This design comes from an exercise in tuning for small area on the open sky130 flow, not from production work.
At most, simulation tests tie the RTL to the original design; equivalence was not proved.
Power and IR drop assume default switching activity.

violet:
==> flow/design.v <==
`default_nettype none
module sram_1r1w_wbit (
  input  logic q,
  input  logic hold,
  input  logic wr,
  input  logic d,
  output logic y
);
  assign y = (q & hold) | (d & wr);
endmodule
module sram_1r1w_rd3 (
  input  logic [2:0] sel,
  input  logic [2:0] d,
  output logic       y_n
);
  assign y_n = ~|(sel & d);
endmodule
module sram_1r1w_rdor #(
  parameter int N = 22
) (
  input  logic [N-1:0] g_n,
  output logic         y
);
  assign y = ~&g_n;
endmodule
module sram_1r1w_param #(
  parameter int    DATA_WIDTH        = 32,
  parameter int    SIZE              = 64,
  parameter int    ADDR_WIDTH        = (SIZE > 1) ? $clog2(SIZE) : 1,
  parameter        READ_DURING_WRITE = "NEW_DATA",
  parameter int    CLEAR_ON_RESET    = 1
) (
  input  logic                  clk,
  input  logic                  rst_n,
  input  logic                  read_en,
  input  logic [ADDR_WIDTH-1:0] read_addr,
  output logic [DATA_WIDTH-1:0] read_data,
  input  logic                  write_en,
  input  logic [ADDR_WIDTH-1:0] write_addr,
  input  logic [DATA_WIDTH-1:0] write_data,
  output logic                  init_busy
);
  logic [ADDR_WIDTH-1:0]               r_cnt;
  logic [SIZE-1:0][DATA_WIDTH-1:0]     r_mem;
  always_ff @(posedge clk) begin
    if (!rst_n) begin
      r_cnt     <= '0;
      init_busy <= 1'b1;
    end else begin
      r_cnt     <= r_cnt + 1'b1;
      init_busy <= init_busy && (r_cnt != ADDR_WIDTH'(SIZE - 1));
    end
  end
  logic [SIZE-1:0]       w_row_sweep;
  logic [SIZE-1:0]       w_row_wr;
  logic [SIZE-1:0]       w_row_hold;
  logic [SIZE-1:0][DATA_WIDTH-1:0] w_mem_next;
  always_comb begin
    for (int i = 0; i < SIZE; i++) begin
      w_row_sweep[i] = rst_n && init_busy && (r_cnt == ADDR_WIDTH'(i));
      w_row_wr[i]    = rst_n && !init_busy && write_en && (write_addr == ADDR_WIDTH'(i));
      w_row_hold[i]  = !(w_row_sweep[i] || w_row_wr[i]);
    end
  end
  for (genvar i = 0; i < SIZE; i++) begin : g_row
    for (genvar j = 0; j < DATA_WIDTH; j++) begin : g_bit
      sram_1r1w_wbit u_wbit (
        .q(r_mem[i][j]), .hold(w_row_hold[i]), .wr(w_row_wr[i]),
        .d(write_data[j]), .y(w_mem_next[i][j])
      );
    end
  end
  always_ff @(posedge clk) begin
    r_mem <= w_mem_next;
  end
  localparam int c_TERMS  = SIZE + 2;
  localparam int c_GROUPS = (c_TERMS + 2) / 3;
  logic            w_rd;
  logic            w_fwd;
  logic            w_hold;
  logic [c_GROUPS*3-1:0]                 w_term_sel;
  logic [c_GROUPS*3-1:0][DATA_WIDTH-1:0] w_term_dat;
  logic [DATA_WIDTH-1:0][c_GROUPS-1:0]   w_grp_n;
  logic [DATA_WIDTH-1:0]                 w_rd_next;
  assign w_rd   = rst_n && !init_busy && read_en;
  assign w_fwd  = w_rd && write_en && (write_addr == read_addr);
  assign w_hold = rst_n && !w_rd;
  always_comb begin
    w_term_sel = '0;
    w_term_dat = '0;
    for (int i = 0; i < SIZE; i++) begin
      w_term_sel[i] = w_rd && !w_row_wr[i] && (read_addr == ADDR_WIDTH'(i));
      w_term_dat[i] = r_mem[i];
    end
    w_term_sel[SIZE]     = w_fwd;
    w_term_dat[SIZE]     = write_data;
    w_term_sel[SIZE + 1] = w_hold;
    w_term_dat[SIZE + 1] = read_data;
  end
  for (genvar g = 0; g < c_GROUPS; g++) begin : g_grp
    for (genvar j = 0; j < DATA_WIDTH; j++) begin : g_bit
      sram_1r1w_rd3 u_rd3 (
        .sel(w_term_sel[3*g +: 3]),
        .d({w_term_dat[3*g+2][j], w_term_dat[3*g+1][j], w_term_dat[3*g][j]}),
        .y_n(w_grp_n[j][g])
      );
    end
  end
  for (genvar j = 0; j < DATA_WIDTH; j++) begin : g_rdor
    sram_1r1w_rdor #(.N(c_GROUPS)) u_rdor (.g_n(w_grp_n[j]), .y(w_rd_next[j]));
  end
  always_ff @(posedge clk) begin
    read_data <= w_rd_next;
  end
endmodule
`default_nettype wire
export LEC_CHECK = 0
export CAP_MARGIN = 0
export CORE_MARGIN = 2
export CORE_UTILIZATION = 40
export SLEW_MARGIN = 0
export SYNTH_HIERARCHICAL = 1
export SYNTH_MINIMUM_KEEP_SIZE = 0
create_clock -name core_clock -period 4.0 [get_ports {clk}]
standard.sh (not shown) runs the stock make flow with config.mk's settings and CLKGATE_MAP_FILE= SYNTH_SCRIPT=/design/flow/synth_recipe.tcl, a recipe that flattens the netlist after the stock synthesis.
==> flow/flow/run.sh <==
#!/bin/bash
# Standard ORFS layout (the standard.sh, standard synthesis) with a leaner
# clock tree (larger sink clusters, no dummy loads) and plain buffers on the
# ports. Each ORFS step logs to orfs/logs/; this script's own output goes to
# standard.log.
set -euo pipefail
export CTS_ARGS="-sink_clustering_enable -repair_clock_nets -dont_use_dummy_load -sink_clustering_size 16 -sink_clustering_max_diameter 50 -buf_list {sky130_fd_sc_hd__clkbuf_4 sky130_fd_sc_hd__clkbuf_8}"
export BUFFER_PORTS_ARGS="-buffer_cell sky130_fd_sc_hd__buf_2"
bash standard.sh > standard.log 2>&1
What the final checks of violet revealed, after a flow that finished every stage, was a layout that fails on setup timing.
Input-level comparison between indigo and violet:
--- a/flow/design.v
+++ b/flow/design.v
@@ -13,17 +13,40 @@
   input  logic [2:0] d,
   output logic       y_n
 );
   assign y_n = ~|(sel & d);
 endmodule
-module sram_1r1w_rdor #(
-  parameter int N = 22
+module sram_1r1w_nand #(
+  parameter int N = 4
 ) (
-  input  logic [N-1:0] g_n,
+  input  logic [N-1:0] a,
   output logic         y
 );
-  assign y = ~&g_n;
+  assign y = ~&a;
+endmodule
+module sram_1r1w_nor2 (
+  input  logic [1:0] a,
+  output logic       y_n
+);
+  assign y_n = ~|a;
+endmodule
+module sram_1r1w_rdor (
+  input  logic [21:0] g_n,
+  output logic        y
+);
+  logic [5:0] w_l1;
+  logic [2:0] w_l2_n;
+  for (genvar k = 0; k < 4; k++) begin : g_l1a
+    sram_1r1w_nand u_nand (.a(g_n[4*k +: 4]), .y(w_l1[k]));
+  end
+  for (genvar k = 0; k < 2; k++) begin : g_l1b
+    sram_1r1w_nand #(.N(3)) u_nand (.a(g_n[16 + 3*k +: 3]), .y(w_l1[4 + k]));
+  end
+  for (genvar k = 0; k < 3; k++) begin : g_l2
+    sram_1r1w_nor2 u_nor (.a(w_l1[2*k +: 2]), .y_n(w_l2_n[k]));
+  end
+  assign y = ~&w_l2_n;
 endmodule
 module sram_1r1w_param #(
   parameter int    DATA_WIDTH        = 32,
   parameter int    SIZE              = 64,
   parameter int    ADDR_WIDTH        = (SIZE > 1) ? $clog2(SIZE) : 1,
@@ -105,11 +128,11 @@
         .y_n(w_grp_n[j][g])
       );
     end
   end
   for (genvar j = 0; j < DATA_WIDTH; j++) begin : g_rdor
-    sram_1r1w_rdor #(.N(c_GROUPS)) u_rdor (.g_n(w_grp_n[j]), .y(w_rd_next[j]));
+    sram_1r1w_rdor u_rdor (.g_n(w_grp_n[j]), .y(w_rd_next[j]));
   end
   always_ff @(posedge clk) begin
     read_data <= w_rd_next;
   end
 endmodule
--- outcome ---
- indigo ended with every stage complete and zero timing, DRC or antenna violations.
- Power attributed to the clock group: violet vs indigo — no meaningful difference
- Diff violet -> indigo: total detailed-routing wirelength -2.7%, final area ~0 delta, highest fanout seen on the critical path -7, via count normalized by instance count -about 2%.
- Any difference in share of power burned in combinational logic between indigo and violet is small enough to ignore.
- Clock input transition at the sequential cells of the worst setup and hold paths is lower on violet
- indigo: global-route met2 utilization lower than violet
The RTL of violet was laid out without a check of its function.

## static timing again, ports no longer ideal
The flow's constraints put no driver on any port. The routed layouts listed below were extracted and timed again, unchanged, in two steps. Step 1: set_driving_cell puts a clkbuf_16 on clk and a buf_2 on each other input, an assumption about the parent block. Step 2, shift: input delay + t, output delay - t, t = (earliest + latest rising clock arrival at the registers) / 2. This alone moves slack from input paths to output paths. Slacks: ideal / step 1 / step 2; pairs: ideal / step 1.
| run | t, ns | setup slack, ns | hold slack, ns | slew at the worst register clock pin (ns) | worst data-port slew with drivers (ns) |
|---|---|---|---|---|---|
| violet | 1.002 | -0.066 / -0.066 / -0.853 | 0.214 / 0.168 / 0.475 | 0.11 / 0.11 | 0.17 |
| indigo | 1.015 | 0.176 / 0.176 / -0.629 | 0.241 / 0.247 / 0.483 | 0.11 / 0.11 | 0.21 |
With both steps, setup timing fails in indigo, where it was met with ideal ports. For indigo, which loses most, drivers alone change the setup slack by 0.000 ns; drivers and shift together by -0.805 ns.
